Background: an optimization exercise with open tools, aiming at small area, a short achievable clock period and few clock cycles per item. Do not read the settings as production practice. The RTL was checked by simulation tests, not by an equivalence proof against the original design.

## flow/design.v (module list and top-level ports; edited modules follow where they fit)
// module rpc_pre: 22 lines
// module rpc_add3: 13 lines
// module rpc_mul_ka: 323 lines
// module rpc_mul_cb: 397 lines
// module rpc_addsub: 30 lines
// module rpc_cordic: 30 lines
// module rpc_post_round: 30 lines
// module rpc_mul_kx: 400 lines
// module rpc_mul_ir: 213 lines
// module rect_polar_converter: 369 lines
module rect_polar_converter (
  input  logic                                clk,
  input  logic                                rst_n,
  input  logic                                in_valid,
  output logic                                in_ready,
  input  logic [1:0]                          in_opcode,
  input  logic signed [rpc_pkg::CW-1:0]       in_operand_first,
  input  logic signed [rpc_pkg::CW-1:0]       in_operand_second,
  output logic                                out_valid,
  input  logic                                out_ready,
  output logic signed [rpc_pkg::CW-1:0]       out_x_out,
  output logic signed [rpc_pkg::CW-1:0]       out_y_out,
  output logic [rpc_pkg::CW-1:0]              out_magnitude,
  output logic signed [rpc_pkg::ANG_W-1:0]    out_angle_rad,
  output logic                                out_mode_error
);
  // ...
==> flow/run.sh <==
#!/bin/bash
# synth_recipe.tcl (not shown) runs the flow's synth.tcl, then flattens the netlist and writes it again
# the make line also repeats each setting of config.mk as NAME=value (left out here)
make -C /OpenROAD-flow-scripts/flow DESIGN_CONFIG=/design/flow/config.mk WORK_HOME=/design/flow/orfs CLKGATE_MAP_FILE= SYNTH_SCRIPT=/design/flow/synth_recipe.tcl finish
==> flow/config.mk <==
export PLATFORM = sky130hd
export DESIGN_NAME = rect_polar_converter
export DESIGN_NICKNAME = rect_polar_converter
export VERILOG_FILES = /design/flow/design.v
export SDC_FILE = /design/flow/constraint.sdc
export NUM_CORES = 4
export LEC_CHECK = 0
export ABC_AREA = 1
export CAP_MARGIN = 20
export CORE_MARGIN = 2
export CORE_UTILIZATION = 55
export CTS_BUF_LIST = sky130_fd_sc_hd__clkbuf_8
export SETUP_SLACK_MARGIN = 5
export SLEW_MARGIN = 20
==> flow/constraint.sdc <==
create_clock -name core_clock -period 8.5 [get_ports {clk}]
set_input_delay 1.7000 -clock core_clock [delete_from_list [all_inputs] [get_ports {clk}]]
set_output_delay 1.7000 -clock core_clock [all_outputs]
set_load 0.01 [all_outputs]
==> metrics.md, run 1 <==
| Metric | Value |
|---|---|
| Reg clk slew, reported paths | `0.06 ns` |
| CTS tree | `built` |
| R2r startpoint | `r1_neg` |
| Complex-gate fraction of the synthesized area | `0.0827` |
| Fin area | `174000 µm²` |
| Largest Register | `c_z` |
| Dpl hpwl | `326000 µm` |
| Outcome | `finished clean` |
| 1st-iter DRT viols | `6229` |
| Max-cap viol count | `0` |
| WHS Endpoint | `c_a[2][6]` |
| Crit path from | `r1_neg` |
| Synth Flop Type | `dfxtp_1` |
| Initial antenna violation count | `26` |
| GRT busiest layer | `met2` |
| Worst path max stage delay | `0.38 ns` |
| Final clock-cell share | `0.0580` |
| CP Data Required Time | `9.39 ns` |
| Setup WS pre-CTS | `3.60 ns` |
| Total CTS buffers | `445` |
| Post-route setup slack | `5.01 ns` |
| Worst slew pin tran | `1.17 ns` |
| Number of nets in the layout | `19544` |
| Leading cell type in the layout, fill and taps excluded | `inv_1` |
| Mapped cell area | `153000 µm²` |
| GPL Wtd Cong | `0.952` |
| Multi-input logic area | `86900 µm²` |
Testbench counts, summed over its fixed seeds: cycles 8,168, items 8,000.
==> module rect_polar_converter, before the edit <==
module rect_polar_converter (
  input  logic                                clk,
  input  logic                                rst_n,
  input  logic                                in_valid,
  output logic                                in_ready,
  input  logic [1:0]                          in_opcode,
  input  logic signed [rpc_pkg::CW-1:0]       in_operand_first,
  input  logic signed [rpc_pkg::CW-1:0]       in_operand_second,
  output logic                                out_valid,
  input  logic                                out_ready,
  output logic signed [rpc_pkg::CW-1:0]       out_x_out,
  output logic signed [rpc_pkg::CW-1:0]       out_y_out,
  output logic [rpc_pkg::CW-1:0]              out_magnitude,
  output logic signed [rpc_pkg::ANG_W-1:0]    out_angle_rad,
  output logic                                out_mode_error
);
  localparam int RING = 20;
  localparam int CNTW = 5;             
  localparam logic signed [ZW-1:0] AT0_Q30 = 33'sd843314856;
  logic               e_v;
  logic [1:0]         e_op;
  logic signed [15:0] e_a, e_b;
  logic signed [15:0] e_f1, e_f2, e_f3;
  logic               o_v, s_v;
  logic [CNTW-1:0]    blk_cnt;
  logic               blocked, recirc, deliver, pop, take;
  logic               in_ready_r;
  assign blocked  = (blk_cnt != '0);
  assign recirc   = e_v && (blocked || s_v);
  assign deliver  = e_v && !blocked && !s_v;
  assign pop      = o_v && out_ready;
  assign take     = in_valid && in_ready_r;
  assign in_ready = in_ready_r;
  logic               r0_v;
  logic [1:0]         r0_op;
  logic signed [15:0] r0_a, r0_b;
  always_ff @(posedge clk) begin
    r0_op <= recirc ? e_op : in_opcode;
    r0_a  <= recirc ? e_a  : in_operand_first;
    r0_b  <= recirc ? e_b  : in_operand_second;
  end
  logic [15:0] a_u, b_u;
  logic [39:0] ka0, ka1;
  logic [49:0] cb0, cb1;
  assign a_u = {~r0_a[15], r0_a[14:0]};
  assign b_u = {~r0_b[15], r0_b[14:0]};
  rpc_mul_ka u_mka (.u (a_u), .s0 (ka0), .s1 (ka1));
  rpc_mul_cb u_mcb (.u (b_u), .s0 (cb0), .s1 (cb1));
  logic signed [2:0]  n_q, n_j;
  logic               n_neg, n_ccw0;
  logic [39:0]        n_pa0;
  always_comb begin
    logic signed [16:0] bx, r, rc, a17, b17, ax, ay;
    logic signed [2:0]  w2, f;
    bx = r0_b;
    if (bx > 17'sd11520)        begin w2 = -3'sd2; r = bx - 17'sd23040; end
    else if (bx <= -17'sd11520) begin w2 =  3'sd2; r = bx + 17'sd23040; end
    else                        begin w2 =  3'sd0; r = bx;              end
    if (r > 17'sd5760)          begin f = -3'sd1; rc = r - 17'sd11520; end
    else if (r < -17'sd5760)    begin f =  3'sd1; rc = r + 17'sd11520; end
    else                        begin f =  3'sd0; rc = r;              end
    n_q   = w2 + f;
    n_neg = (f != 3'sd0);
    if (!r0_a[15])     n_j = w2;
    else if (r > 17'sd0) n_j = w2 - 3'sd1;
    else               n_j = w2 + 3'sd1;
    a17 = r0_a;
    b17 = r0_b;
    ax  = r0_a[15] ? -a17 : a17;
    ay  = r0_a[15] ? -b17 : b17;
    if (r0_op == OP_POLAR) n_ccw0 = !rc[16];
    else                   n_ccw0 = ay[16];
    if (r0_op != OP_POLAR) n_pa0 = {6'd0, ax, ay};
    else                   n_pa0 = ka0;
  end
  logic [44:0] n_kz;
  always_comb begin
    case ({n_q, n_ccw0})
      4'd10: n_kz = 45'h19b2b927c900;
      4'd11: n_kz = 45'h136a3a52c900;
      4'd12: n_kz = 45'h0643b6d1de00;
      4'd13: n_kz = 45'h1ffb37fcde00;
      4'd14: n_kz = 45'h12d4b47bf300;
      4'd15: n_kz = 45'h0c8c35a6f300;
      4'd0: n_kz = 45'h1f65b2260800;
      4'd1: n_kz = 45'h191d33510800;
      4'd2: n_kz = 45'h0bf6afd01d00;
      4'd3: n_kz = 45'h05ae30fb1d00;
      4'd4: n_kz = 45'h1887ad7a3200;
      4'd5: n_kz = 45'h123f2ea53200;
      4'd6: n_kz = 45'h0518ab244700;
      default: n_kz = 45'h1ed02c4f4700;
    endcase
  end
  logic               r1_v;
  logic [1:0]         r1_op;
  logic signed [15:0] r1_a, r1_b;
  logic [44:0]        r1_kz;
  logic [6:0]         r1_jh;       
  logic               r1_neg, r1_ccw0, r1_invy;
  logic [39:0]        r1_pa0, r1_pa1;
  logic [49:0]        r1_pb0, r1_pb1;
  always_ff @(posedge clk) begin
    r1_op   <= r0_op;
    r1_a    <= r0_a;
    r1_b    <= r0_b;
    r1_jh[0] <= (n_j == 3'd5);
    r1_jh[1] <= (n_j == 3'd6);
    r1_jh[2] <= (n_j == 3'd7);
    r1_jh[3] <= (n_j == 3'd0);
    r1_jh[4] <= (n_j == 3'd1);
    r1_jh[5] <= (n_j == 3'd2);
    r1_jh[6] <= (n_j == 3'd3);
    r1_neg  <= n_neg;
    r1_ccw0 <= n_ccw0;
    r1_kz   <= n_kz;
    r1_invy <= !(n_ccw0 ^ n_neg);
    r1_pa0  <= n_pa0;
    r1_pa1  <= ka1;
    r1_pb0  <= cb0;
    r1_pb1  <= cb1;
  end
  logic [39:0] sx0, sx1, sy0, sy1, kx, ky, px, py;
  logic [49:0] kg;
  logic [44:0] pz, zt, zu;
  assign sx0 = r1_neg ? ~r1_pa0 : r1_pa0;
  assign sx1 = r1_neg ? ~r1_pa1 : r1_pa1;
  assign kx  = r1_neg ? 40'sd20865056802 : -40'sd20865056736;
  assign sy0 = r1_invy ? ~r1_pa0 : r1_pa0;
  assign sy1 = r1_invy ? ~r1_pa1 : r1_pa1;
  always_comb begin
    case ({r1_ccw0, r1_neg})
      2'b10:   ky = -40'sd20865056736;
      2'b11:   ky =  40'sd20865056802;
      2'b00:   ky =  40'sd20865056801;
      default: ky = -40'sd20865056737;
    endcase
    kg = '0;
    if (r1_jh[0]) kg = kg | 50'h3b68e89bd4100;   
    if (r1_jh[1]) kg = kg | 50'h3c31f87675600;   
    if (r1_jh[2]) kg = kg | 50'h3cfb085116b00;   
    if (r1_jh[3]) kg = kg | 50'h3dc4182bb8000;   
    if (r1_jh[4]) kg = kg | 50'h3e8d280659500;   
    if (r1_jh[5]) kg = kg | 50'h3f5637e0faa00;   
    if (r1_jh[6]) kg = kg | 50'h001f47bb9bf00;   
  end
  logic [39:0] xt, xu, yt, yu;
  assign xt = sx0 ^ sx1 ^ kx;
  assign xu = {(sx0[38:0] & sx1[38:0]) | (sx0[38:0] & kx[38:0]) | (sx1[38:0] & kx[38:0]), 1'b0};
  assign yt = sy0 ^ sy1 ^ ky;
  assign yu = {(sy0[38:0] & sy1[38:0]) | (sy0[38:0] & ky[38:0]) | (sy1[38:0] & ky[38:0]), 1'b0};
  assign px = xt + xu;
  assign py = yt + yu;
  assign zt = r1_pb0[44:0] ^ r1_pb1[44:0] ^ r1_kz;
  assign zu = {(r1_pb0[43:0] & r1_pb1[43:0]) | (r1_pb0[43:0] & r1_kz[43:0])
               | (r1_pb1[43:0] & r1_kz[43:0]), 1'b0};
  assign pz = zt + zu;
  logic [49:0] gt, gu;
  logic [29:0] gl;
  logic [15:0] gh;
  assign gt = r1_pb0 ^ r1_pb1 ^ kg;
  assign gu = {(r1_pb0[48:0] & r1_pb1[48:0]) | (r1_pb0[48:0] & kg[48:0])
               | (r1_pb1[48:0] & kg[48:0]), 1'b0};
  rpc_addsub #(.W(30)) u_apgl (.a ({1'b0, gt[28:0]}), .b ({1'b0, gu[28:0]}), .sub (1'b0), .s (gl));
  rpc_addsub #(.W(16)) u_apgh (.a (gt[44:29]), .b (gu[44:29]), .sub (1'b0), .s (gh));
  logic signed [XW-1:0] s1_x;
  logic signed [YW-1:0] s1_y;
  logic signed [ZW-1:0] s1_z;
  logic                 s1_ccw;
  always_comb begin
    logic signed [17:0] ax, ay, rx, ry;
    logic signed [ZW-1:0] z0;
    ax = $signed(r1_pa0[33:17]);
    ay = $signed(r1_pa0[16:0]);
    rx = ax + (r1_ccw0 ? -ay : ay);
    ry = ay + (r1_ccw0 ? ax : -ax);
    case ({r1_a[15], r1_b[15], r1_ccw0})
      3'b100:  z0 = PI_Q30 + AT0_Q30;
      3'b101:  z0 = PI_Q30 - AT0_Q30;
      3'b110:  z0 = -PI_Q30 + AT0_Q30;
      3'b111:  z0 = -PI_Q30 - AT0_Q30;
      3'b000, 3'b010: z0 = AT0_Q30;
      default: z0 = -AT0_Q30;
    endcase
    if (r1_op == OP_POLAR) begin
      s1_x = px[XW+5:6];
      s1_y = py[YW+5:6];
      s1_z = pz[ZW+11:12];
      s1_ccw = !pz[ZW+11];
    end else begin
      s1_x = {rx[16:0], 14'd0};
      s1_y = {ry[16:0], 14'd0};
      s1_z = z0;
      s1_ccw = ry[17];
    end
  end
  logic               c_v   [1:NST];
  logic [1:0]         c_op  [1:NST];
  logic signed [15:0] c_a   [1:NST];
  logic signed [15:0] c_b   [1:NST];
  logic               c_bc;
  logic               c_ccw [1:NST];
  logic               c_nccw [1:NST];
  logic signed [XW-1:0] c_x [1:NST];
  logic signed [YW-1:0] c_y [1:NST];
  logic signed [ZW-1:0] c_z [1:NST];
  always_ff @(posedge clk) begin
    c_op[1]  <= r1_op;
    c_a[1]   <= r1_a;
    c_b[1]   <= (r1_op == OP_POLAR) ? gh : r1_b;
    c_bc     <= (r1_op == OP_POLAR) && gl[29];
    c_x[1]   <= s1_x;
    c_y[1]   <= s1_y;
    c_z[1]   <= s1_z;
    c_ccw[1] <= s1_ccw;
    c_nccw[1] <= !s1_ccw;
  end
  for (genvar k = 1; k < NST; k++) begin : g_rot
    logic signed [XW-1:0] xn;
    logic signed [YW-1:0] yn;
    logic signed [ZW-1:0] zn;
    logic                 cn, ncn;
    rpc_cordic #(.K(k)) u_rot (
      .polar (c_op[k] == OP_POLAR), .ccw (c_ccw[k]), .nccw (c_nccw[k]),
      .xi (c_x[k]), .yi (c_y[k]), .zi (c_z[k]),
      .xo (xn), .yo (yn), .zo (zn), .ccw_next (cn), .nccw_next (ncn)
    );
    always_ff @(posedge clk) begin
      c_op[k+1]  <= c_op[k];
      c_a[k+1]   <= c_a[k];
      if (k == 1) c_b[k+1] <= c_b[k] + {15'd0, c_bc};
      else        c_b[k+1] <= c_b[k];
      c_x[k+1]   <= xn;
      c_y[k+1]   <= yn;
      c_z[k+1]   <= zn;
      c_ccw[k+1] <= cn;
      c_nccw[k+1] <= ncn;
    end
    always_ff @(posedge clk) begin
      if (!rst_n) c_v[k+1] <= 1'b0;
      else        c_v[k+1] <= c_v[k];
    end
  end
  logic signed [15:0] q_zq, q_px, q_py;
  logic [39:0]        q_m0, q_m1;
  rpc_post_round u_round (
    .x (c_x[NST]), .y (c_y[NST]), .z (c_z[NST]),
    .zq (q_zq), .px (q_px), .py (q_py)
  );
  rpc_mul_kx u_mkx (.u (c_x[NST][30:10]), .e (c_x[NST][9]), .s0 (q_m0), .s1 (q_m1));
  logic [15:0] g_u;
  logic [29:0] g0, g1;
  logic [13:0] grl;
  assign g_u = {~c_b[NST][15], c_b[NST][14:0]};
  rpc_mul_ir u_mir (.u (g_u), .s0 (g0), .s1 (g1));
  rpc_addsub #(.W(14)) u_airl (.a ({1'b0, g0[12:0]}), .b ({1'b0, g1[12:0]}), .sub (1'b0), .s (grl));
  logic               p1_v;
  logic [15:0]        p1_rh0, p1_rh1;
  logic               p1_rc;
  logic [1:0]         p1_op;
  logic signed [15:0] p1_a, p1_b, p1_f1, p1_f2;
  logic [39:0]        p1_m0, p1_m1;
  always_ff @(posedge clk) begin
    p1_op  <= c_op[NST];
    p1_a   <= c_a[NST];
    p1_b   <= c_b[NST];
    p1_f2  <= q_py;
    p1_f1  <= (c_op[NST] == OP_POLAR) ? q_px : q_zq;
    p1_m0  <= q_m0;
    p1_m1  <= q_m1;
    p1_rh0 <= g0[28:13];
    p1_rh1 <= g1[28:13];
    p1_rc  <= grl[13];
  end
  logic signed [15:0] r_rep;
  logic [15:0]        gkh;
  always_comb begin
    if (!p1_a[15])                       gkh = 16'd0;
    else if (!p1_b[15] && p1_b != 16'd0) gkh = -16'sd11520;
    else                                 gkh = 16'sd11520;
  end
  assign r_rep = p1_rh0 + p1_rh1 + gkh + {15'd0, p1_rc};
  logic [39:0] m_sum;
  rpc_addsub #(.W(40)) u_amag (.a (p1_m0), .b (p1_m1), .sub (1'b0), .s (m_sum));
  always_ff @(posedge clk) begin
    e_op <= p1_op;
    e_a  <= p1_a;
    e_b  <= (p1_op == OP_POLAR) ? r_rep : p1_b;
    e_f1 <= p1_f1;
    e_f2 <= (p1_op == OP_POLAR) ? p1_f2 : m_sum[39:24];
    e_f3 <= p1_b;
  end
  logic signed [15:0] d_x, d_y, d_ang;
  logic [15:0]        d_mag;
  logic               d_err;
  always_comb begin
    logic origin;
    origin = (e_a == '0) && (e_b == '0);
    d_x = '0; d_y = '0; d_mag = '0; d_ang = '0; d_err = 1'b0;
    case (e_op)
      OP_RECT: begin
        d_x   = e_a;
        d_y   = e_b;
        d_mag = origin ? '0 : e_f2;
        d_ang = origin ? '0 : e_f1;
      end
      OP_POLAR: begin
        d_x   = e_f1;
        d_y   = e_f2;
        d_mag = e_a[15] ? -e_a : e_a;
        d_ang = e_f3;
      end
      default: d_err = 1'b1;
    endcase
  end
  logic signed [15:0] o_x, o_y, o_ang, s_x, s_y, s_ang;
  logic [15:0]        o_mag, s_mag;
  logic               o_err, s_err;
  always_ff @(posedge clk) begin
    if (s_v) begin
      if (pop) begin
        o_x <= s_x; o_y <= s_y; o_mag <= s_mag; o_ang <= s_ang; o_err <= s_err;
      end
    end else if (deliver && (!o_v || pop)) begin
      o_x <= d_x; o_y <= d_y; o_mag <= d_mag; o_ang <= d_ang; o_err <= d_err;
    end
    if (deliver && o_v && !pop) begin
      s_x <= d_x; s_y <= d_y; s_mag <= d_mag; s_ang <= d_ang; s_err <= d_err;
    end
  end
  logic s_v_n;
  always_comb begin
    if (s_v) s_v_n = !pop;
    else     s_v_n = deliver && o_v && !pop;
  end
  always_ff @(posedge clk) begin
    if (!rst_n) begin
      r0_v       <= 1'b0;
      r1_v       <= 1'b0;
      c_v[1]     <= 1'b0;
      p1_v       <= 1'b0;
      e_v        <= 1'b0;
      o_v        <= 1'b0;
      s_v        <= 1'b0;
      blk_cnt    <= '0;
      in_ready_r <= 1'b1;
    end else begin
      logic [CNTW-1:0] cnt_n;
      r0_v   <= recirc || take;
      r1_v   <= r0_v;
      c_v[1] <= r1_v;
      p1_v   <= c_v[NST];
      e_v    <= p1_v;
      o_v    <= o_v ? (pop ? (s_v || deliver) : 1'b1) : deliver;
      s_v    <= s_v_n;
      if (recirc && !blocked) cnt_n = CNTW'(RING - 1);
      else if (blocked)       cnt_n = blk_cnt - 1'b1;
      else                    cnt_n = '0;
      blk_cnt    <= cnt_n;
      in_ready_r <= (cnt_n == '0) && !(p1_v && s_v_n);
    end
  end
  assign out_valid      = o_v;
  assign out_x_out      = o_x;
  assign out_y_out      = o_y;
  assign out_magnitude  = o_mag;
  assign out_angle_rad  = o_ang;
  assign out_mode_error = o_err;
endmodule
==> run 2, diff against run 1 <==
--- a/flow/design.v
+++ b/flow/design.v
@@ -1502,5 +1502,5 @@
   output logic                                out_mode_error
 );
-  localparam int RING = 20;
+  localparam int RING = 19;
   localparam int CNTW = 5;             
   localparam logic signed [ZW-1:0] AT0_Q30 = 33'sd843314856;
@@ -1736,4 +1736,6 @@
   );
   rpc_mul_kx u_mkx (.u (c_x[NST][30:10]), .e (c_x[NST][9]), .s0 (q_m0), .s1 (q_m1));
+  logic [24:0] q_ml;
+  rpc_addsub #(.W(25)) u_aml (.a ({1'b0, q_m0[23:0]}), .b ({1'b0, q_m1[23:0]}), .sub (1'b0), .s (q_ml));
   logic [15:0] g_u;
   logic [29:0] g0, g1;
@@ -1747,5 +1749,6 @@
   logic [1:0]         p1_op;
   logic signed [15:0] p1_a, p1_b, p1_f1, p1_f2;
-  logic [39:0]        p1_m0, p1_m1;
+  logic [15:0]        p1_m0, p1_m1;
+  logic               p1_mc;
   always_ff @(posedge clk) begin
     p1_op  <= c_op[NST];
@@ -1754,6 +1757,7 @@
     p1_f2  <= q_py;
     p1_f1  <= (c_op[NST] == OP_POLAR) ? q_px : q_zq;
-    p1_m0  <= q_m0;
-    p1_m1  <= q_m1;
+    p1_m0  <= q_m0[39:24];
+    p1_m1  <= q_m1[39:24];
+    p1_mc  <= q_ml[24];
     p1_rh0 <= g0[28:13];
     p1_rh1 <= g1[28:13];
@@ -1768,14 +1772,13 @@
   end
   assign r_rep = p1_rh0 + p1_rh1 + gkh + {15'd0, p1_rc};
-  logic [39:0] m_sum;
-  rpc_addsub #(.W(40)) u_amag (.a (p1_m0), .b (p1_m1), .sub (1'b0), .s (m_sum));
-  always_ff @(posedge clk) begin
-    e_op <= p1_op;
-    e_a  <= p1_a;
-    e_b  <= (p1_op == OP_POLAR) ? r_rep : p1_b;
-    e_f1 <= p1_f1;
-    e_f2 <= (p1_op == OP_POLAR) ? p1_f2 : m_sum[39:24];
-    e_f3 <= p1_b;
-  end
+  logic [15:0] m_sum;
+  assign m_sum = p1_m0 + p1_m1 + {15'd0, p1_mc};
+  assign e_v  = p1_v;
+  assign e_op = p1_op;
+  assign e_a  = p1_a;
+  assign e_b  = (p1_op == OP_POLAR) ? r_rep : p1_b;
+  assign e_f1 = p1_f1;
+  assign e_f2 = (p1_op == OP_POLAR) ? p1_f2 : m_sum;
+  assign e_f3 = p1_b;
   logic signed [15:0] d_x, d_y, d_ang;
   logic [15:0]        d_mag;
@@ -1783,5 +1786,5 @@
   always_comb begin
     logic origin;
-    origin = (e_a == '0) && (e_b == '0);
+    origin = (p1_a == '0) && (p1_b == '0);
     d_x = '0; d_y = '0; d_mag = '0; d_ang = '0; d_err = 1'b0;
     case (e_op)
@@ -1827,5 +1830,4 @@
       c_v[1]     <= 1'b0;
       p1_v       <= 1'b0;
-      e_v        <= 1'b0;
       o_v        <= 1'b0;
       s_v        <= 1'b0;
@@ -1838,5 +1840,4 @@
       c_v[1] <= r1_v;
       p1_v   <= c_v[NST];
-      e_v    <= p1_v;
       o_v    <= o_v ? (pop ? (s_v || deliver) : 1'b1) : deliver;
       s_v    <= s_v_n;
@@ -1845,5 +1846,5 @@
       else                    cnt_n = '0;
       blk_cnt    <= cnt_n;
-      in_ready_r <= (cnt_n == '0) && !(p1_v && s_v_n);
+      in_ready_r <= (cnt_n == '0) && !(c_v[NST] && s_v_n);
     end
   end
--- a/flow/config.mk
+++ b/flow/config.mk
@@ -10,5 +10,4 @@
 export CORE_MARGIN = 2
 export CORE_UTILIZATION = 55
-export CTS_BUF_LIST = sky130_fd_sc_hd__clkbuf_8
 export SETUP_SLACK_MARGIN = 5
 export SLEW_MARGIN = 20
==> run 2 against run 1 <==
Still clean on timing, DRC and antenna. Hold slack improved by 0.065 ns. Sequential share of layout area decreased by 1.3 points. Via count decreased by 1.9%. Global-route usage decreased by 1.6 points. First-iteration DRC count decreased by 7.7%. Register-to-register slack about the same. Non-clock buffer count increased by 78.
==> metrics.md, run 2 <==
| Metric | Value |
|---|---|
| WL met2 | `189000 µm` |
| Clk_skew | `0.0377 ns` |
| Sequential area share after synthesis | `0.352` |
| Syn_nets | `18850` |
| Crit-path cells | `clkinvlp_4 -> fa_1 -> inv_2 -> fa_1 -> inv_2 -> fa_1 -> inv_1 -> fa_1 -> ha_4 -> nand4_1 -> nor3_2 -> o21ai_2 -> nand3_1` |
| Post-layout min period | `3.49 ns` |
| Most frequent cell after synthesis | `inv_1` |
| Vias in the first global route | `102611` |
| CP max-delay cell | `fa_1` |
| Crit-path max FO | `4` |
| DRC | `0` |
| Core box area | `274000 µm²` |
| Most frequent cells in the layout | `inv_1, dfxtp_1, nand2_1` |
| Number of nets in the layout | `19439 (-0.54%)` |
| Initial antenna violation count | `13 (-50%)` |
| Ys async rst share | `0` |
| I/O pin total | `105` |
| Commonest cells post-synth | `inv_1, dfxtp_1, nand2_1` |
| Reg clk slew, reported paths | `0.06 ns (about the same)` |
| Syn avg cell area | `9.48 µm²` |
| Max-cap viol count | `0 (unchanged)` |
| Worst setup SP type | `register` |
| Mapped Cells | `15953` |
| Starting Density | `0.552` |
| Synthesized flop and latch total | `2595` |
| Port-buffer cells | `104` |
| DR top layer | `met5` |
| Metal3 WL | `17800 µm` |
| Max-slew violation count | `0` |
| Post-CTS Hold Buffers | `0` |
| Detail Route Antenna Nets | `0` |
| Unrepaired setup endpoints after global routing | `true` |
| Number of flops mapped to enable cells by yosys | `130` |
| Max FFs per register | `512` |
| Die area | `279000 µm²` |
| Synth Flop Type | `dfxtp_1` |
| Share of cells above drive strength 1 | `0.0925` |
| Final Hold Viols | `0` |
| Num rows | `192` |
| Wirelength per Cell | `18.9 µm` |
| Worst slew pin tran | `1.05 ns (-0.126 ns)` |
| Multi-input logic area | `87800 µm² (+0.98%)` |
| Drt pass-1 iters | `6` |
| CTS Sinks | `2595` |
| GPL Wtd Cong | `0.979 (+2.8%)` |
| Number of vias per cell | `5.06` |
| Largest Register | `c_z` |
| Total CTS buffers | `287 (-36%)` |
| Biggest registers after layout | `c_z x512, c_x x487, c_y x483` |
| First-pass GRT wire length | `584000 µm` |
| Mapped cell area | `151000 µm² (-1.4%)` |
| Worst EP arrival | `4.32 ns` |
| Highest Clock Rate | `286 MHz` |
| Total of fill cells in the finished design | `23261` |
| Synth top area cells | `dfxtp_1, ha_1, fa_1` |
| Area delta synth->final | `14.2%` |
| Die height | `528 µm` |
| Worst path max stage delay | `0.57 ns (+0.19 ns)` |
| H-tree levels | `5` |
| Synth Warn # | `26` |
| Total gr overflow | `0` |
| Critical Path Sink Type | `register` |
| Routed metal-1 wirelength | `159000 µm` |
| Setup CP Type | `register to register` |
| Area leader, netlist | `dfxtp_1` |
| Dpl hpwl | `301000 µm (-7.5%)` |
| Reg area | `53500 µm²` |
| CP Data Required Time | `9.33 ns (-0.06 ns)` |
| Hold WC Path Type | `register to register` |
| Via count | `103079` |
| Leading cell type in the layout, fill and taps excluded | `inv_1` |
| Outcome | `finished clean` |
| Final period util | `0.411` |
| Root Buffer | `clkbuf_16` |
| Hold WS | `0.311 ns` |
| Final setup vio count | `0` |
| Unique masters post-synth | `67` |
| Drt total wl | `385000 µm` |
| Slew HR | `0.301` |
| GR Util All Layers | `0.271` |
| Die Wd | `528 µm` |
| CTS max path bufs | `4` |
| 1st-iter DRT viols | `5749 (-7.7%)` |
| Share of the synthesized area in the top cell type | `0.326` |
| Clk Latency, worst-skew pair | `0.92 ns` |
| Pin count of the biggest net entering global routing | `70` |
| Post-Place Cells | `19524` |
| Post-Layout Cell Count | `20378` |
| Sum of negative setup slack | `0 ns` |
| Most used cell, CP | `fa_1` |
| CTS tree | `built` |
-- run 2: cell count changes after synthesis, moves of 12 or more --
cell	before	now
a31o_2	7	19
a32o_1	15	1
buf_1	56	44
clkbuf_1	143	155
dfxtp_1	2594	2465
inv_1	3051	3087
nand3_1	386	363
nand3b_1	41	17
nand4_1	134	109
nor2_1	525	589
o21ai_0	539	568
o22ai_1	28	43
xor2_1	647	662
-- run 2: worst max-delay path: cells and delay by family, from the launching register on --
kind	cells	cell delay, ns
AND/OR/NAND/NOR	3	0.39
AO/OA/AOI/OAI	1	0.10
adder cells (fa/ha/maj)	5	2.31
flip-flops	1	0.36
buffers and inverters	4	0.27
-- run 2: final timing paths --
kind	startpoint	slack [ns]	to	cells after the start
hold / removal	c_a[6][4]	0.31	c_a[7][4]	0
setup / recovery	c_x[16][27]	5.01	p1_mc	13
setup reg to reg	c_x[16][27]	5.01	p1_mc	13
hold reg to reg	c_a[6][4]	0.31	c_a[7][4]	0
-- run 2: cell families after synthesis --
family / synth area share
multiplexers: 0.00139
AO/OA/AOI/OAI: 0.0866
adder cells (fa/ha/maj): 0.290
flip-flops: 0.352
buffers and inverters: 0.0828
AND/OR/NAND/NOR: 0.0911
XOR/XNOR: 0.0955
-- run 2: area by class of cell --
cell class | count | area share
multi-input cells | 10043 | 0.508
clock inverters | 111 | 0.00803
inverters | 3102 | 0.0685
clock buffers | 410 | 0.0492
repair inverters | 6 | 0.000217
repair buffers | 507 | 0.0298
diodes | 15 | 0.000217
well taps | 3589 | 0.0260
flip-flops and latches | 2595 | 0.310
-- run 2: metal layers --
| layer | vias up | GRT usage |
|---|---|---|
| met1 | 48360 | 0.330 |
| met2 | 2172 | 0.477 |
| met5 | - | 0 |
| met3 | 709 | 0.0362 |
| met4 | 2 | 0.115 |
| li1 | 51836 | - |
-- run 2: per-stage QoR --
step	cell area, µm²	utilization	worst slack (ns)
detailed placement	157000	0.574	3.41
global route	173000	0.631	4.81
CTS	169000	0.619	4.88
floorplan	152000	-	4.62
global placement	157000	0.574	3.45
finish	173000	0.631	5.01
-- run 2: repair_timing --
| item | 4_1_cts | 5_1_grt |
|---|---|---|
| endpoints found under the setup margin | 914 | 433 |
| setup buffers | 145 | 144 |
| pin swaps | 56 | 169 |
| cloned | 12 | 17 |
| resized for setup | 385 | 445 |
Testbench counts of run 2, summed over its fixed seeds: cycles 8,160, items 8,000.
==> run 3, diff against run 2 <==
==> flow/flow/run.sh (new file) <==
#!/bin/bash
# The standard layout (the standard.sh, unchanged), run with ORFS's
# full/half-adder extraction turned off: with ADDER_MAP_FILE empty, ORFS's
# synthesis skips extract_fa and leaves all adder logic to abc, which maps
# the CORDIC adders to faster and smaller gates than the fa/ha cells. The
# synthesis script, its register mapping and every later step are the standard flow's.
set -euo pipefail
ADDER_MAP_FILE= bash standard.sh > standard.log 2>&1
==> flow/standard.sh (new file) <==
#!/bin/bash
# synth_recipe.tcl (not shown) runs the flow's synth.tcl, then flattens the netlist and writes it again
# the make line also repeats each setting of config.mk as NAME=value (left out here)
make -C /OpenROAD-flow-scripts/flow DESIGN_CONFIG=/design/flow/config.mk WORK_HOME=/design/flow/orfs CLKGATE_MAP_FILE= SYNTH_SCRIPT=/design/flow/synth_recipe.tcl "${@:-finish}"
removed: flow/run.sh
==> run 3 against run 2 <==
Highest routed layer unchanged. Clock skew up 0.026 ns. Utilization is 2.7 points lower. Die area grew 0.62%. Largest cell class unchanged. Via count rose by 28%. Maximum frequency increased by 1.3%. Routed wire length is 15% higher. First-iteration DRC count increased by 73%.
==> metrics.md, run 3 <==
| Metric | Value |
|---|---|
| Outcome | `finished clean` |
| Number of nets in the layout | `22286 (+15%)` |
| Starting Density | `0.552 (-0.000894)` |
| Drt total wl | `444000 µm (+15%)` |
| Synth Warn # | `26 (unchanged)` |
| Post-route setup slack | `5.05 ns (+0.0432 ns)` |
| Commonest cells post-synth | `nand2_1, inv_1, dfxtp_1` |
| Clk Latency, worst-skew pair | `0.93 ns (about the same)` |
| Crit-path max FO | `7 (+3)` |
| Setup WS pre-CTS | `4.51 ns (+1.09 ns)` |
| Largest Register | `c_z` |
| Total CTS buffers | `290 (+1.0%)` |
| Dpl hpwl | `354000 µm (+17%)` |
| Synth top area cells | `dfxtp_1, nand2_1, xor2_1` |
| Clk_skew | `0.0635 ns (+0.0258 ns)` |
| Sequential area share after synthesis | `0.350 (-0.00218)` |
| GPL Wtd Cong | `1.05 (+7.0%)` |
| Initial antenna violation count | `22 (+9)` |
| 1st-iter DRT viols | `9928 (+73%)` |
| Highest Clock Rate | `290 MHz (+1.3%)` |
| Mapped cell area | `152000 µm² (+0.62%)` |
| CP Data Required Time | `9.29 ns (-0.04 ns)` |
| Die height | `530 µm (+0.31%)` |
| Total gr overflow | `0 (unchanged)` |
| Reg area | `53300 µm² (-0.26%)` |
| Synth Flop Type | `dfxtp_1` |
| Die area | `281000 µm² (+0.62%)` |
| Syn_nets | `22202 (+18%)` |
| Most frequent cells in the layout | `nand2_1, inv_1, dfxtp_1` |
| Leading cell type in the layout, fill and taps excluded | `nand2_1` |
| H-tree levels | `5 (unchanged)` |
| Num rows | `193 (+0.52%)` |
| Final period util | `0.406 (-0.00508)` |
| Area delta synth->final | `9.47%` |
| Synthesized flop and latch total | `2595 (unchanged)` |
| DRC | `0 (unchanged)` |
| Total of fill cells in the finished design | `26482 (+14%)` |
| Area leader, netlist | `dfxtp_1` |
| Drt pass-1 iters | `6 (unchanged)` |
| Root Buffer | `clkbuf_16` |
| Critical Path Sink Type | `register` |
| Post-layout min period | `3.45 ns (-0.0432 ns)` |
| Final Hold Viols | `0 (unchanged)` |
| Crit-path cells | `inv_1 -> o21ai_0 -> nor2_1 -> nor2_2 -> inv_1 -> nor2_1 -> inv_1 -> o21bai_1 -> a21boi_0 -> nand3_1 -> nand2_1 -> nand3_1 -> nand2_1` |
| Via count | `132068 (+28%)` |
| Post-CTS Hold Buffers | `0 (unchanged)` |
| Number of flops mapped to enable cells by yosys | `130 (unchanged)` |
| Die Wd | `530 µm (+0.31%)` |
| Core box area | `276000 µm² (+0.79%)` |
| GR Util All Layers | `0.307 (+0.0361)` |
| Share of cells above drive strength 1 | `0.0664 (-0.0262)` |
| Syn avg cell area | `6.86 µm² (-28%)` |
| Unique masters post-synth | `85 (+27%)` |
| Most used cell, CP | `inv_1` |
| Worst slew pin tran | `1.16 ns (+0.116 ns)` |
| Share of the synthesized area in the top cell type | `0.324 (-0.00202)` |
| Post-Layout Cell Count | `26201 (+29%)` |
| CTS Sinks | `2595 (unchanged)` |
| Pin count of the biggest net entering global routing | `78 (+11%)` |
| Multi-input logic area | `85100 µm² (-3.0%)` |
| CTS tree | `built` |
| Reg clk slew, reported paths | `0.06 ns (about the same)` |
| Hold WC Path Type | `register to register` |
| Most frequent cell after synthesis | `nand2_1` |
| Max FFs per register | `512 (unchanged)` |
| Max-cap viol count | `0 (unchanged)` |
| Detail Route Antenna Nets | `0 (unchanged)` |
| Post-Place Cells | `25617 (+31%)` |
| Buf+Inv Stages, Crit Path | `3 (-1)` |
| Final setup vio count | `0 (unchanged)` |
| Vias in the first global route | `120282 (+17%)` |
| Ys async rst share | `0 (unchanged)` |
| Wirelength per Cell | `16.9 µm (-10%)` |
| Max-slew violation count | `0 (unchanged)` |
| CP delay by family, top | `simple AND/OR/NAND/NOR gates` |
| Sum of negative setup slack | `0 ns (unchanged)` |
| Number of vias per cell | `5.04 (-0.35%)` |
| Worst EP arrival | `4.24 ns (-0.08 ns)` |
| Mapped Cells | `22164 (+39%)` |
| I/O pin total | `105 (unchanged)` |
| Port-buffer cells | `104 (unchanged)` |
| Final Core Density | `0.604 (-0.0273)` |
| Biggest registers after layout | `c_z x512, c_x x487, c_y x483` |
| Worst setup SP type | `register` |
| Setup CP Type | `register to register` |
| First-pass GRT wire length | `672000 µm (+15%)` |
| CTS max path bufs | `4 (unchanged)` |
| CP max-delay cell | `dfxtp_1` |
| Worst path max stage delay | `0.86 ns (+0.29 ns)` |
| Slew HR | `0.224 (-0.0771)` |
| Unrepaired setup endpoints after global routing | `true` |
run 3: cell types whose count changed in the layout (fill, tap and decap cells not counted), sizes merged, moves of 110 or more:
cell,before,now
a21o,245,120
a221oi,111,1
a31oi,172,42
buf,384,122
fa,1082,0
ha,1777,0
inv,3077,2945
nand2,2024,6701
nand3,369,901
nor2,596,2152
o21ai,596,1123
or2,44,522
xnor2,986,1299
xor2,662,1569
run 3: worst register-to-register path: cells and delay by family (launching register included):
kind                   cells  cell delay [ns]
buffers and inverters      3             0.49
DFF                        1             0.86
and+or+nand+nor            7             1.01
AOI/OAI and AO/OA          3             0.96
run 3: through the flow:
stage | hold slack [ns] | instance area [µm²]
2_1_floorplan | 0.310 | 152000
3_3_place_gp | 0.309 | 156000
3_5_place_dp | 0.312 | 156000
4_1_cts | 0.318 | 166000
5_1_grt | 0.320 | 167000
6_report | 0.314 | 167000
run 3: area by class of cell:
cell class	instances	area share
Clock inverter	145	0.0112
Tap cell	3705	0.0278
Antenna cell	15	0.000225
Timing Repair inverter	3	0.0000902
Multi-Input combinational cell	16192	0.511
Inverter	2939	0.0667
Timing Repair Buffer	227	0.0134
Sequential cell	2595	0.320
Clock buffer	380	0.0491
run 3: what timing repair did:
item | CTS | global route
gates resized for setup | 103 | 138
endpoints found under the setup margin | 275 | 298
cloned | 2 | 1
setup buffers | 9 | 31
pin swaps | 1 | 3
run 3: final timing paths:
kind                    from          to  slack, ns  cells past startpoint
hold / removal     c_b[7][0]   c_b[8][0]       0.31                      0
hold reg to reg    c_b[7][0]   c_b[8][0]       0.31                      0
setup / recovery  r1_pa0[26]  c_x[1][27]       5.05                     13
setup reg to reg  r1_pa0[26]  c_x[1][27]       5.05                     13
run 3: layer usage:
metal | global-route usage | vias up | share of wire | routed length [µm]
met1 | 0.405 | 59174 | 0.45 | 199000
met5 | 0 | - | 0.00021 | 92
li1 | - | 68820 | - | -
met2 | 0.507 | 3279 | 0.45 | 200000
met4 | 0.114 | 14 | 0.040 | 17900
met3 | 0.0441 | 781 | 0.062 | 27700
run 3: cells by family after synthesis:
group                      synth area share
AOI/OAI and AO/OA                    0.0960
xor gates and xnor gates              0.166
adders and majority gates           0.00480
buffers and inverters                0.0916
DFF                                   0.350
muxes                             0.0000740
and+or+nand+nor                       0.292
==> module rpc_cordic, before the edit <==
module rpc_cordic #(
  parameter int K = 1
) (
  input  logic                          polar,
  input  logic                          ccw,
  input  logic                          nccw,      
  input  logic signed [rpc_pkg::XW-1:0] xi,
  input  logic signed [rpc_pkg::YW-1:0] yi,
  input  logic signed [rpc_pkg::ZW-1:0] zi,
  output logic signed [rpc_pkg::XW-1:0] xo,
  output logic signed [rpc_pkg::YW-1:0] yo,
  output logic signed [rpc_pkg::ZW-1:0] zo,
  output logic                          ccw_next,
  output logic                          nccw_next
);
  localparam logic [31:0] AT = rpc_pkg::ATAN_Q30[32*K +: 32];
  logic signed [rpc_pkg::XW-1:0] dx;
  logic signed [rpc_pkg::YW-1:0] dy;
  logic signed [rpc_pkg::ZW-1:0] at;
  assign dx  = rpc_pkg::XW'(yi >>> K);
  logic signed [rpc_pkg::XW:0] xe;
  assign xe  = {polar & xi[rpc_pkg::XW-1], xi};
  assign dy  = rpc_pkg::YW'(xe >>> K);
  assign at  = rpc_pkg::ZW'(AT);
  rpc_addsub #(.W(rpc_pkg::XW)) u_x (.a(xi), .b(dx), .sub(ccw),  .s(xo));
  rpc_addsub #(.W(rpc_pkg::YW)) u_y (.a(yi), .b(dy), .sub(nccw), .s(yo));
  rpc_addsub #(.W(rpc_pkg::ZW)) u_z (.a(zi), .b(at), .sub(ccw),  .s(zo));
  assign ccw_next  = polar ? !zo[rpc_pkg::ZW-1] : yo[rpc_pkg::YW-1];
  assign nccw_next = polar ? zo[rpc_pkg::ZW-1] : !yo[rpc_pkg::YW-1];
endmodule
==> run 4, diff against run 3 <==
--- a/flow/design.v
+++ b/flow/design.v
@@ -813,5 +813,4 @@
   input  logic                          polar,
   input  logic                          ccw,
-  input  logic                          nccw,      
   input  logic signed [rpc_pkg::XW-1:0] xi,
   input  logic signed [rpc_pkg::YW-1:0] yi,
@@ -820,6 +819,5 @@
   output logic signed [rpc_pkg::YW-1:0] yo,
   output logic signed [rpc_pkg::ZW-1:0] zo,
-  output logic                          ccw_next,
-  output logic                          nccw_next
+  output logic                          ccw_next
 );
   localparam logic [31:0] AT = rpc_pkg::ATAN_Q30[32*K +: 32];
@@ -833,8 +831,7 @@
   assign at  = rpc_pkg::ZW'(AT);
   rpc_addsub #(.W(rpc_pkg::XW)) u_x (.a(xi), .b(dx), .sub(ccw),  .s(xo));
-  rpc_addsub #(.W(rpc_pkg::YW)) u_y (.a(yi), .b(dy), .sub(nccw), .s(yo));
+  rpc_addsub #(.W(rpc_pkg::YW)) u_y (.a(yi), .b(dy), .sub(!ccw), .s(yo));
   rpc_addsub #(.W(rpc_pkg::ZW)) u_z (.a(zi), .b(at), .sub(ccw),  .s(zo));
   assign ccw_next  = polar ? !zo[rpc_pkg::ZW-1] : yo[rpc_pkg::YW-1];
-  assign nccw_next = polar ? zo[rpc_pkg::ZW-1] : !yo[rpc_pkg::YW-1];
 endmodule
 `default_nettype wire
@@ -1561,27 +1558,8 @@
     else                   n_pa0 = ka0;
   end
-  logic [44:0] n_kz;
-  always_comb begin
-    case ({n_q, n_ccw0})
-      4'd10: n_kz = 45'h19b2b927c900;
-      4'd11: n_kz = 45'h136a3a52c900;
-      4'd12: n_kz = 45'h0643b6d1de00;
-      4'd13: n_kz = 45'h1ffb37fcde00;
-      4'd14: n_kz = 45'h12d4b47bf300;
-      4'd15: n_kz = 45'h0c8c35a6f300;
-      4'd0: n_kz = 45'h1f65b2260800;
-      4'd1: n_kz = 45'h191d33510800;
-      4'd2: n_kz = 45'h0bf6afd01d00;
-      4'd3: n_kz = 45'h05ae30fb1d00;
-      4'd4: n_kz = 45'h1887ad7a3200;
-      4'd5: n_kz = 45'h123f2ea53200;
-      4'd6: n_kz = 45'h0518ab244700;
-      default: n_kz = 45'h1ed02c4f4700;
-    endcase
-  end
   logic               r1_v;
   logic [1:0]         r1_op;
   logic signed [15:0] r1_a, r1_b;
-  logic [44:0]        r1_kz;
+  logic [13:0]        r1_qh;       
   logic [6:0]         r1_jh;       
   logic               r1_neg, r1_ccw0, r1_invy;
@@ -1601,5 +1579,18 @@
     r1_neg  <= n_neg;
     r1_ccw0 <= n_ccw0;
-    r1_kz   <= n_kz;
+    r1_qh[0] <= ({n_q, n_ccw0} == 4'd10);
+    r1_qh[1] <= ({n_q, n_ccw0} == 4'd11);
+    r1_qh[2] <= ({n_q, n_ccw0} == 4'd12);
+    r1_qh[3] <= ({n_q, n_ccw0} == 4'd13);
+    r1_qh[4] <= ({n_q, n_ccw0} == 4'd14);
+    r1_qh[5] <= ({n_q, n_ccw0} == 4'd15);
+    r1_qh[6] <= ({n_q, n_ccw0} == 4'd0);
+    r1_qh[7] <= ({n_q, n_ccw0} == 4'd1);
+    r1_qh[8] <= ({n_q, n_ccw0} == 4'd2);
+    r1_qh[9] <= ({n_q, n_ccw0} == 4'd3);
+    r1_qh[10] <= ({n_q, n_ccw0} == 4'd4);
+    r1_qh[11] <= ({n_q, n_ccw0} == 4'd5);
+    r1_qh[12] <= ({n_q, n_ccw0} == 4'd6);
+    r1_qh[13] <= ({n_q, n_ccw0} == 4'd7);
     r1_invy <= !(n_ccw0 ^ n_neg);
     r1_pa0  <= n_pa0;
@@ -1610,5 +1601,5 @@
   logic [39:0] sx0, sx1, sy0, sy1, kx, ky, px, py;
   logic [49:0] kg;
-  logic [44:0] pz, zt, zu;
+  logic [44:0] kz, pz, zt, zu;
   assign sx0 = r1_neg ? ~r1_pa0 : r1_pa0;
   assign sx1 = r1_neg ? ~r1_pa1 : r1_pa1;
@@ -1623,4 +1614,19 @@
       default: ky = -40'sd20865056737;
     endcase
+    kz = '0;
+    if (r1_qh[0]) kz = kz | 45'h19b2b927c900;
+    if (r1_qh[1]) kz = kz | 45'h136a3a52c900;
+    if (r1_qh[2]) kz = kz | 45'h0643b6d1de00;
+    if (r1_qh[3]) kz = kz | 45'h1ffb37fcde00;
+    if (r1_qh[4]) kz = kz | 45'h12d4b47bf300;
+    if (r1_qh[5]) kz = kz | 45'h0c8c35a6f300;
+    if (r1_qh[6]) kz = kz | 45'h1f65b2260800;
+    if (r1_qh[7]) kz = kz | 45'h191d33510800;
+    if (r1_qh[8]) kz = kz | 45'h0bf6afd01d00;
+    if (r1_qh[9]) kz = kz | 45'h05ae30fb1d00;
+    if (r1_qh[10]) kz = kz | 45'h1887ad7a3200;
+    if (r1_qh[11]) kz = kz | 45'h123f2ea53200;
+    if (r1_qh[12]) kz = kz | 45'h0518ab244700;
+    if (r1_qh[13]) kz = kz | 45'h1ed02c4f4700;
     kg = '0;
     if (r1_jh[0]) kg = kg | 50'h3b68e89bd4100;   
@@ -1639,7 +1645,7 @@
   assign px = xt + xu;
   assign py = yt + yu;
-  assign zt = r1_pb0[44:0] ^ r1_pb1[44:0] ^ r1_kz;
-  assign zu = {(r1_pb0[43:0] & r1_pb1[43:0]) | (r1_pb0[43:0] & r1_kz[43:0])
-               | (r1_pb1[43:0] & r1_kz[43:0]), 1'b0};
+  assign zt = r1_pb0[44:0] ^ r1_pb1[44:0] ^ kz;
+  assign zu = {(r1_pb0[43:0] & r1_pb1[43:0]) | (r1_pb0[43:0] & kz[43:0])
+               | (r1_pb1[43:0] & kz[43:0]), 1'b0};
   assign pz = zt + zu;
   logic [49:0] gt, gu;
@@ -1688,5 +1694,4 @@
   logic               c_bc;
   logic               c_ccw [1:NST];
-  logic               c_nccw [1:NST];
   logic signed [XW-1:0] c_x [1:NST];
   logic signed [YW-1:0] c_y [1:NST];
@@ -1701,5 +1706,4 @@
     c_z[1]   <= s1_z;
     c_ccw[1] <= s1_ccw;
-    c_nccw[1] <= !s1_ccw;
   end
   for (genvar k = 1; k < NST; k++) begin : g_rot
@@ -1707,9 +1711,9 @@
     logic signed [YW-1:0] yn;
     logic signed [ZW-1:0] zn;
-    logic                 cn, ncn;
+    logic                 cn;
     rpc_cordic #(.K(k)) u_rot (
-      .polar (c_op[k] == OP_POLAR), .ccw (c_ccw[k]), .nccw (c_nccw[k]),
+      .polar (c_op[k] == OP_POLAR), .ccw (c_ccw[k]),
       .xi (c_x[k]), .yi (c_y[k]), .zi (c_z[k]),
-      .xo (xn), .yo (yn), .zo (zn), .ccw_next (cn), .nccw_next (ncn)
+      .xo (xn), .yo (yn), .zo (zn), .ccw_next (cn)
     );
     always_ff @(posedge clk) begin
@@ -1722,5 +1726,4 @@
       c_z[k+1]   <= zn;
       c_ccw[k+1] <= cn;
-      c_nccw[k+1] <= ncn;
     end
     always_ff @(posedge clk) begin
@@ -1745,22 +1748,24 @@
   rpc_addsub #(.W(14)) u_airl (.a ({1'b0, g0[12:0]}), .b ({1'b0, g1[12:0]}), .sub (1'b0), .s (grl));
   logic               p1_v;
-  logic [15:0]        p1_rh0, p1_rh1;
-  logic               p1_rc;
+  logic [15:0]        p1_h0, p1_h1;
+  logic               p1_c;
   logic [1:0]         p1_op;
   logic signed [15:0] p1_a, p1_b, p1_f1, p1_f2;
-  logic [15:0]        p1_m0, p1_m1;
-  logic               p1_mc;
   always_ff @(posedge clk) begin
     p1_op  <= c_op[NST];
     p1_a   <= c_a[NST];
     p1_b   <= c_b[NST];
-    p1_f2  <= q_py;
-    p1_f1  <= (c_op[NST] == OP_POLAR) ? q_px : q_zq;
-    p1_m0  <= q_m0[39:24];
-    p1_m1  <= q_m1[39:24];
-    p1_mc  <= q_ml[24];
-    p1_rh0 <= g0[28:13];
-    p1_rh1 <= g1[28:13];
-    p1_rc  <= grl[13];
+    p1_h1  <= g1[28:13];
+    if (c_op[NST] == OP_POLAR) begin
+      p1_f1 <= q_px;
+      p1_f2 <= q_py;
+      p1_h0 <= g0[28:13];
+      p1_c  <= grl[13];
+    end else begin
+      p1_f1 <= q_zq;
+      p1_f2 <= q_m0[39:24];
+      p1_h0 <= q_m1[39:24];
+      p1_c  <= q_ml[24];
+    end
   end
   logic signed [15:0] r_rep;
@@ -1771,7 +1776,7 @@
     else                                 gkh = 16'sd11520;
   end
-  assign r_rep = p1_rh0 + p1_rh1 + gkh + {15'd0, p1_rc};
+  assign r_rep = p1_h0 + p1_h1 + gkh + {15'd0, p1_c};
   logic [15:0] m_sum;
-  assign m_sum = p1_m0 + p1_m1 + {15'd0, p1_mc};
+  assign m_sum = p1_f2 + p1_h0 + {15'd0, p1_c};
   assign e_v  = p1_v;
   assign e_op = p1_op;
==> run 4 against run 3 <==
Routed wire length down 7.0%. Sequential cell count is 68 lower. Highest routed layer is now met4. Area after synthesis shrank 1.6%. Utilization increased by 0.10 points. Critical endpoint is now out_magnitude[7]. Still clean on timing, DRC and antenna. Cell count fell by 2.1%.
==> metrics.md, run 4 <==
| Metric | Value |
|---|---|
| Post-synthesis mux area share | `0.0000752 (+0.00000117)` |
| Dpl hpwl | `325000 µm (-8.1%)` |
| DR top layer | `met4` |
| Synth Flop Type | `dfxtp_1` |
| WHS Endpoint | `c_a[9][8]` |
| Share of the synthesized area in the top cell type | `0.320 (-0.00395)` |
| Root Buffer | `clkbuf_16` |
| Final setup vio count | `0 (unchanged)` |
| Vias in the first global route | `118621 (-1.4%)` |
| Post-synthesis xor/xnor area fraction | `0.168 (+0.00198)` |
| Placed Area | `153000 µm² (-1.8%)` |
| Most frequent cell after synthesis | `nand2_1` |
| Synthesized flop and latch total | `2527 (-2.6%)` |
| Synth top area cells | `dfxtp_1, nand2_1, xor2_1` |
| WL met2 | `188000 µm (-5.9%)` |
| Area delta synth->final | `9.37% (about the same)` |
| Number of vias per cell | `5.03 (-0.21%)` |
| CTS tree | `built` |
| Port-buffer cells | `104 (unchanged)` |
| CTS Sinks | `2527 (-2.6%)` |
| Die height | `526 µm (-0.78%)` |
| Unrepaired setup endpoints after global routing | `true` |
| Synth Area in Adders | `0.00523 (+0.000427)` |
| Biggest registers after layout | `c_z x512, c_x x487, c_y x483` |
| Area leader, netlist | `dfxtp_1` |
| I/O pin total | `105 (unchanged)` |
| Reg clk slew, reported paths | `0.06 ns (about the same)` |
| Sequential area share after synthesis | `0.347 (-0.00354)` |
| Outcome | `finished clean` |
| Metal3 WL | `23300 µm (-16%)` |
| Synth Warn # | `24 (-7.7%)` |
| Total gr overflow | `0 (unchanged)` |
| CP delay by family, top | `buffers and inverters` |
| Die area | `276000 µm² (-1.5%)` |
| Mapped cell area | `150000 µm² (-1.6%)` |
| DRC | `0 (unchanged)` |
| Largest Register | `c_z` |
| Fin area | `164000 µm² (-1.7%)` |
| Highest Clock Rate | `291 MHz (+0.34%)` |
| R2r startpoint | `r1_qh[11]` |
| Share of cells above drive strength 1 | `0.0699 (+0.00354)` |
| Hold Crit Start | `c_a[8][8]` |
| Clk Latency, worst-skew pair | `0.90 ns (-0.03 ns)` |
| Max FFs per register | `512 (unchanged)` |
| Total CTS buffers | `283 (-2.4%)` |
| Wirelength per Cell | `16.1 µm (-5.0%)` |
| Syn_nets | `21798 (-1.8%)` |
| Worst path max stage delay | `0.53 ns (-0.33 ns)` |
| Final Hold Viols | `0 (unchanged)` |
| Post-CTS Hold Buffers | `0 (unchanged)` |
| H-tree levels | `5 (unchanged)` |
| Hold WC Path Type | `register to register` |
| First-pass GRT wire length | `637000 µm (-5.2%)` |
| Max-slew violation count | `0 (unchanged)` |
| Num rows | `191 (-1.0%)` |
| Number of flops mapped to enable cells by yosys | `130 (unchanged)` |
| Crit-path max FO | `1 (-6)` |
| Sum of negative setup slack | `0 ns (unchanged)` |
| Crit Reg-Reg Endpoint | `c_z[1][15]` |
| Worst EP arrival | `1.74 ns (-2.50 ns)` |
| GR Util All Layers | `0.287 (-0.0194)` |
| Critical Path Sink Type | `output pin` |
| Drt pass-1 iters | `9 (+3)` |
| Detail Route Antenna Nets | `0 (unchanged)` |
| Mapped Cells | `21760 (-1.8%)` |
| CP max-delay cell | `clkdlybuf4s50_1` |
| Most frequent cells in the layout | `nand2_1, inv_1, dfxtp_1` |
| Setup CP Type | `register to output pin` |
| Leading cell type in the layout, fill and taps excluded | `nand2_1` |
| Complex-gate fraction of the synthesized area | `0.0971 (+0.00108)` |
| Drt total wl | `413000 µm (-7.0%)` |
| Commonest cells post-synth | `nand2_1, inv_1, dfxtp_1` |
| Worst slew pin tran | `0.978 ns (-0.186 ns)` |
| CTS max path bufs | `4 (unchanged)` |
| Unique masters post-synth | `93 (+9.4%)` |
| Max-cap viol count | `0 (unchanged)` |
| Post-layout min period | `3.44 ns (-0.0117 ns)` |
| Ys async rst share | `0 (unchanged)` |
| Die Wd | `526 µm (-0.78%)` |
| Via count | `128995 (-2.3%)` |
| Routed metal-1 wirelength | `186000 µm (-6.1%)` |
| Slew HR | `0.348 (+0.124)` |
| Buf+Inv Stages, Crit Path | `1 (-2)` |
| Clk_skew | `0.0399 ns (-0.0236 ns)` |
| 1st-iter DRT viols | `9262 (-6.7%)` |
| Number of nets in the layout | `21890 (-1.8%)` |
| Syn avg cell area | `6.88 µm² (+0.27%)` |
| GPL Wtd Cong | `0.981 (-6.4%)` |
| Largest family of logic cells by synthesized area | `simple AND/OR/NAND/NOR gates` |
| Total of fill cells in the finished design | `25860 (-2.3%)` |
| FF-to-FF path depth | `17 (+4)` |
| Crit-path cells | `clkdlybuf4s50_1` |
| Final period util | `0.405 (-0.00138)` |
| Hold-critical path depth | `0 (unchanged)` |
| Post-Synth Simple-Gate Area | `0.286 (-0.00559)` |
| Worst setup SP type | `register` |
| Pin count of the biggest net entering global routing | `69 (-12%)` |
| CP Data Required Time | `6.80 ns (-2.49 ns)` |
| R2r setup slk | `5.09 ns (+0.04 ns)` |
| Core box area | `271000 µm² (-1.8%)` |
| Starting Density | `0.553 (+0.00144)` |
| Initial antenna violation count | `11 (-50%)` |
## run 4: cell count changes in the layout (fill, tap and decap cells not counted), sizes merged, moves of 34 or more
cell	previous run	this run
xor2	1569	1744
xnor2	1299	1107
a21o	120	67
nor3	96	130
nor2	2152	2268
nand3	901	737
o21ai	1123	1007
nand2	6701	6320
dfxtp	2465	2397
nand4	134	185
inv	2945	3057
a21oi	835	878
or2	522	487
## run 4: cells by family after synthesis
group,count (synthesis)
AO/OA/AOI/OAI,2501
XOR/XNOR,2851
adder cells (fa/ha/maj),78
buffers and inverters,3489
flip-flops,2527
multiplexers,1
AND/OR/NAND/NOR,10313
## run 4: routing by layer
metal | GRT usage | vias to the layer above
met4 | 0.0982 | 0
met3 | 0.0338 | 760
met5 | 0 | -
met2 | 0.483 | 3032
met1 | 0.380 | 57669
li1 | - | 67534
## run 4: cell type report
cell class	count	area, µm²	share of cell area
multi-input cells	15744	83500	0.510
flip-flops and latches	2527	52000	0.317
inverters	3064	11600	0.0708
clock buffers	379	8050	0.0492
well taps	3570	4470	0.0273
repair buffers	230	2520	0.0154
clock inverters	126	1650	0.0101
repair inverters	2	10.0	0.0000611
diodes	4	10.0	0.0000611
## run 4: what timing repair did
item,CTS,global route
gates resized for setup,101,124
endpoints found under the setup margin,405,370
gates cloned,2,2
pin swaps,0,2
setup buffers,11,53
hold endpoints to repair,0,0
## run 4: through the flow
step | std cells | setup slack [ns] | util | hold WS [ns]
global route | 25643 | 4.95 | 0.605 | 0.314
floorplan | 21760 | 5.07 | - | 0.310
CTS | 25587 | 5.00 | 0.601 | 0.307
detailed placement | 25069 | 4.52 | 0.564 | 0.312
finish | 25646 | 5.06 | 0.605 | 0.306
global placement | 25069 | 4.54 | 0.564 | 0.310
## run 4: worst max path at each step
| stage | startpoint | end | slack, ns | cells after the start |
|---|---|---|---|---|
| CTS | o_mag[7] | out_magnitude[7] | 5.00 | 1 |
| finish | o_mag[7] | out_magnitude[7] | 5.06 | 1 |
| floorplan | out_ready | s_ang[0] | 5.07 | 3 |
| global placement | c_ccw[13] | c_y[14][30] | 4.54 | 19 |
| global route | c_ccw[6] | c_x[7][29] | 4.95 | 23 |
| detailed placement | c_ccw[13] | c_x[14][29] | 4.52 | 24 |
Testbench counts of run 4, summed over its fixed seeds: cycles 8,160, items 8,000.
==> run 5, diff against run 4 <==
==> flow/run.sh (new file) <==
#!/bin/bash
# synth_recipe.tcl (not shown) runs the flow's synth.tcl, then flattens the netlist and writes it again
# the make line also repeats each setting of config.mk as NAME=value (left out here)
make -C /OpenROAD-flow-scripts/flow DESIGN_CONFIG=/design/flow/config.mk WORK_HOME=/design/flow/orfs CLKGATE_MAP_FILE= SYNTH_SCRIPT=/design/flow/synth_recipe.tcl finish
removed: flow/flow/run.sh
removed: flow/standard.sh
==> run 5 against run 4 <==
Still clean on timing, DRC and antenna. Non-clock buffer count grew 242. Setup slack lost 0.28 ns. Clock skew grew 0.010 ns. Cell count shrank 20%. Via count shrank 19%. Cell area grew 5.3%. Synthesized cell count shrank 26%. First-iteration DRC count shrank 29%.
==> metrics.md, run 5 <==
| Metric | Value |
|---|---|
| Crit-path max FO | `3 (+2)` |
| Most frequent cell after synthesis | `inv_1` |
| Final setup vio count | `0 (unchanged)` |
| Ys async rst share | `0 (unchanged)` |
| Dpl hpwl | `303000 µm (-6.8%)` |
| Wirelength per Cell | `18.8 µm (+17%)` |
| Reg clk slew, reported paths | `0.06 ns (about the same)` |
| Root Buffer | `clkbuf_16` |
| Drt pass-1 iters | `6 (-3)` |
| Synth Flop Type | `dfxtp_1` |
| Hold WC Path Type | `register to register` |
| Post-route setup slack | `4.79 ns (-0.276 ns)` |
| Final period util | `0.437 (+0.0325)` |
| Final Hold Viols | `0 (unchanged)` |
| CTS tree | `built` |
| Mapped cell area | `151000 µm² (+0.70%)` |
| CTS Sinks | `2527 (unchanged)` |
| Largest Register | `c_z` |
| Number of vias per cell | `5.11 (+1.6%)` |
| Drt total wl | `386000 µm (-6.5%)` |
| Synth top area cells | `dfxtp_1, ha_1, fa_1` |
| CTS max path bufs | `4 (unchanged)` |
| Num rows | `192 (+0.52%)` |
| Worst slew pin tran | `1.14 ns (+0.158 ns)` |
| Leading cell type in the layout, fill and taps excluded | `inv_1` |
| Initial antenna violation count | `11 (unchanged)` |
| GR Util All Layers | `0.273 (-0.0147)` |
| Total CTS buffers | `282 (-0.35%)` |
| DRC | `0 (unchanged)` |
| 1st-iter DRT viols | `6581 (-29%)` |
| Highest Clock Rate | `269 MHz (-7.4%)` |
| Worst setup SP type | `register` |
| Die height | `528 µm (+0.35%)` |
| I/O pin total | `105 (unchanged)` |
| Outcome | `finished clean` |
| R2r setup slk | `4.79 ns (-0.30 ns)` |
| Mapped Cells | `16169 (-26%)` |
| CP Data Required Time | `9.30 ns (+2.50 ns)` |
| Core box area | `273000 µm² (+0.88%)` |
| Worst EP arrival | `4.51 ns (+2.77 ns)` |
| Port-buffer cells | `104 (unchanged)` |
| Number of nets in the layout | `19615 (-10%)` |
| Sequential area share after synthesis | `0.344 (-0.00240)` |
| Unique masters post-synth | `76 (-18%)` |
| Slew HR | `0.235 (-0.113)` |
| Syn avg cell area | `9.32 µm² (+36%)` |
| Area leader, netlist | `dfxtp_1` |
| First-pass GRT wire length | `589000 µm (-7.5%)` |
| Critical Path Sink Type | `register` |
| Area delta synth->final | `14.4%` |
| Detail Route Antenna Nets | `0 (unchanged)` |
| Starting Density | `0.552 (-0.00100)` |
| Setup WS pre-CTS | `3.56 ns (-0.960 ns)` |
| Post-layout min period | `3.71 ns (+0.276 ns)` |
| Die area | `278000 µm² (+0.69%)` |
| Clk_skew | `0.0500 ns (+0.0100 ns)` |
| Share of cells above drive strength 1 | `0.0938 (+0.0239)` |
| Biggest registers after layout | `c_z x512, c_x x487, c_y x483` |
| Number of flops mapped to enable cells by yosys | `130 (unchanged)` |
| Die Wd | `528 µm (+0.35%)` |
| Max-cap viol count | `0 (unchanged)` |
| GPL Wtd Cong | `0.981 (about the same)` |
| Setup CP Type | `register to register` |
| Post-Layout Cell Count | `20551 (-20%)` |
| Pin count of the biggest net entering global routing | `69 (unchanged)` |
| Synthesized flop and latch total | `2527 (unchanged)` |
| Share of the synthesized area in the top cell type | `0.318 (-0.00222)` |
==> run 5: cell count changes after synthesis, moves of 108 or more <==
cell / before / now
xnor2_1: 1098 / 963
fa_1: 0 / 1083
or2_2: 410 / 24
a21o_1: 63 / 201
a31oi_1: 53 / 222
xor2_1: 1736 / 675
ha_1: 0 / 1766
inv_1: 2982 / 3263
nand3_1: 727 / 427
nand2_2: 161 / 13
o21ai_0: 853 / 497
o21ai_1: 127 / 19
nand2_1: 6155 / 1982
nor2_1: 2216 / 738
==> run 5: metrics by stage <==
stage                     hold WS (ns)   util  area, µm²
after floorplan                  0.310      -     152000
after global placement           0.310  0.573     157000
after detailed placement         0.312  0.573     157000
after CTS                        0.302  0.618     169000
after global routing             0.298  0.631     172000
final                            0.298  0.631     172000
==> run 5: cell families after synthesis <==
family          count (synthesis)  synth area share
flops                        2527             0.344
compound gates               2128            0.0838
buf+inv                      3486            0.0875
fa+ha+maj                    2849             0.290
simple gates                 3528            0.0982
xor+xnor                     1638            0.0952
mux                            13          0.000863
==> run 5: final timing paths <==
check	depth (start not counted)	to	startpoint
max	14	p1_c	c_x[16][29]
min	0	c_b[12][0]	c_b[11][0]
max reg2reg	14	p1_c	c_x[16][29]
min reg2reg	0	c_b[12][0]	c_b[11][0]
==> run 5: repair_timing <==
action                     4_1_cts  5_1_grt
pin swaps                       57      178
setup endpoints to repair      989      402
buffers inserted               127      158
gates cloned                    14       16
hold buffers                     0        0
resized for setup              360      529
==> run 5: critical path, stage by stage, from the launching register on <==
cell and delay (ns):
dfxtp_4 0.39, buf_6 0.13, inv_6 0.03, fa_1 0.47
inv_1 0.05, fa_1 0.49, fa_1 0.57, inv_2 0.04
fa_1 0.49, inv_2 0.05, ha_4 0.22, buf_4 0.14
a2111oi_4 0.33, a22o_1 0.17, inv_1 0.04
==> run 5: per-layer routing <==
metal  vias to the layer above  global-route usage  share of wire
met1                     49942               0.364           0.44
met2                      2233               0.458           0.47
met5                         -                   0              0
met4                         0              0.0763          0.031
met3                       574              0.0412          0.055
li1                      52305                   -              -
==> run 5: area by class of cell <==
cell class | count | area (µm²)
Antenna cell | 7 | 17.5
Clock buffer | 379 | 8040
Clock inverter | 132 | 1740
Fill cell | 23358 | 101000
Inverter | 3280 | 12500
Multi-Input combinational cell | 10156 | 88700
Sequential cell | 2527 | 52100
Tap cell | 3589 | 4490
Timing Repair Buffer | 472 | 4800
Timing Repair inverter | 9 | 55.1

[separate check: timing with driven ports]
Ports are ideal in the flow. The routed layouts listed here were re-timed in OpenROAD. Step 1 sets driving cells, clkbuf_16 on the clock port and buf_2 on the other inputs (assumed; they add their load-dependent delay and slew). Step 2, shift: input delay + t, output delay - t, t = (earliest + latest rising clock arrival at the registers) / 2. This alone moves slack from input paths to output paths. Three values: ideal, step 1, step 2; two values: the first two.
run | shift t [ns] | setup WS [ns] | worst data-port slew with drivers (ns)
run 1 | 1.191 | 5.011 / 4.911 / 4.524 | 0.17
run 2 | 0.992 | 5.006 / 4.983 / 4.128 | 0.06
run 3 | 0.994 | 5.050 / 4.964 / 4.702 | 0.06
run 4 | 0.985 | 5.061 / 4.957 / 4.728 | 0.08
run 5 | 0.985 | 4.785 / 4.785 / 4.588 | 0.11
After both steps setup and hold are still met in every run listed. For run 2, which loses most, drivers alone change the setup slack by -0.023 ns; drivers and shift together by -0.878 ns.
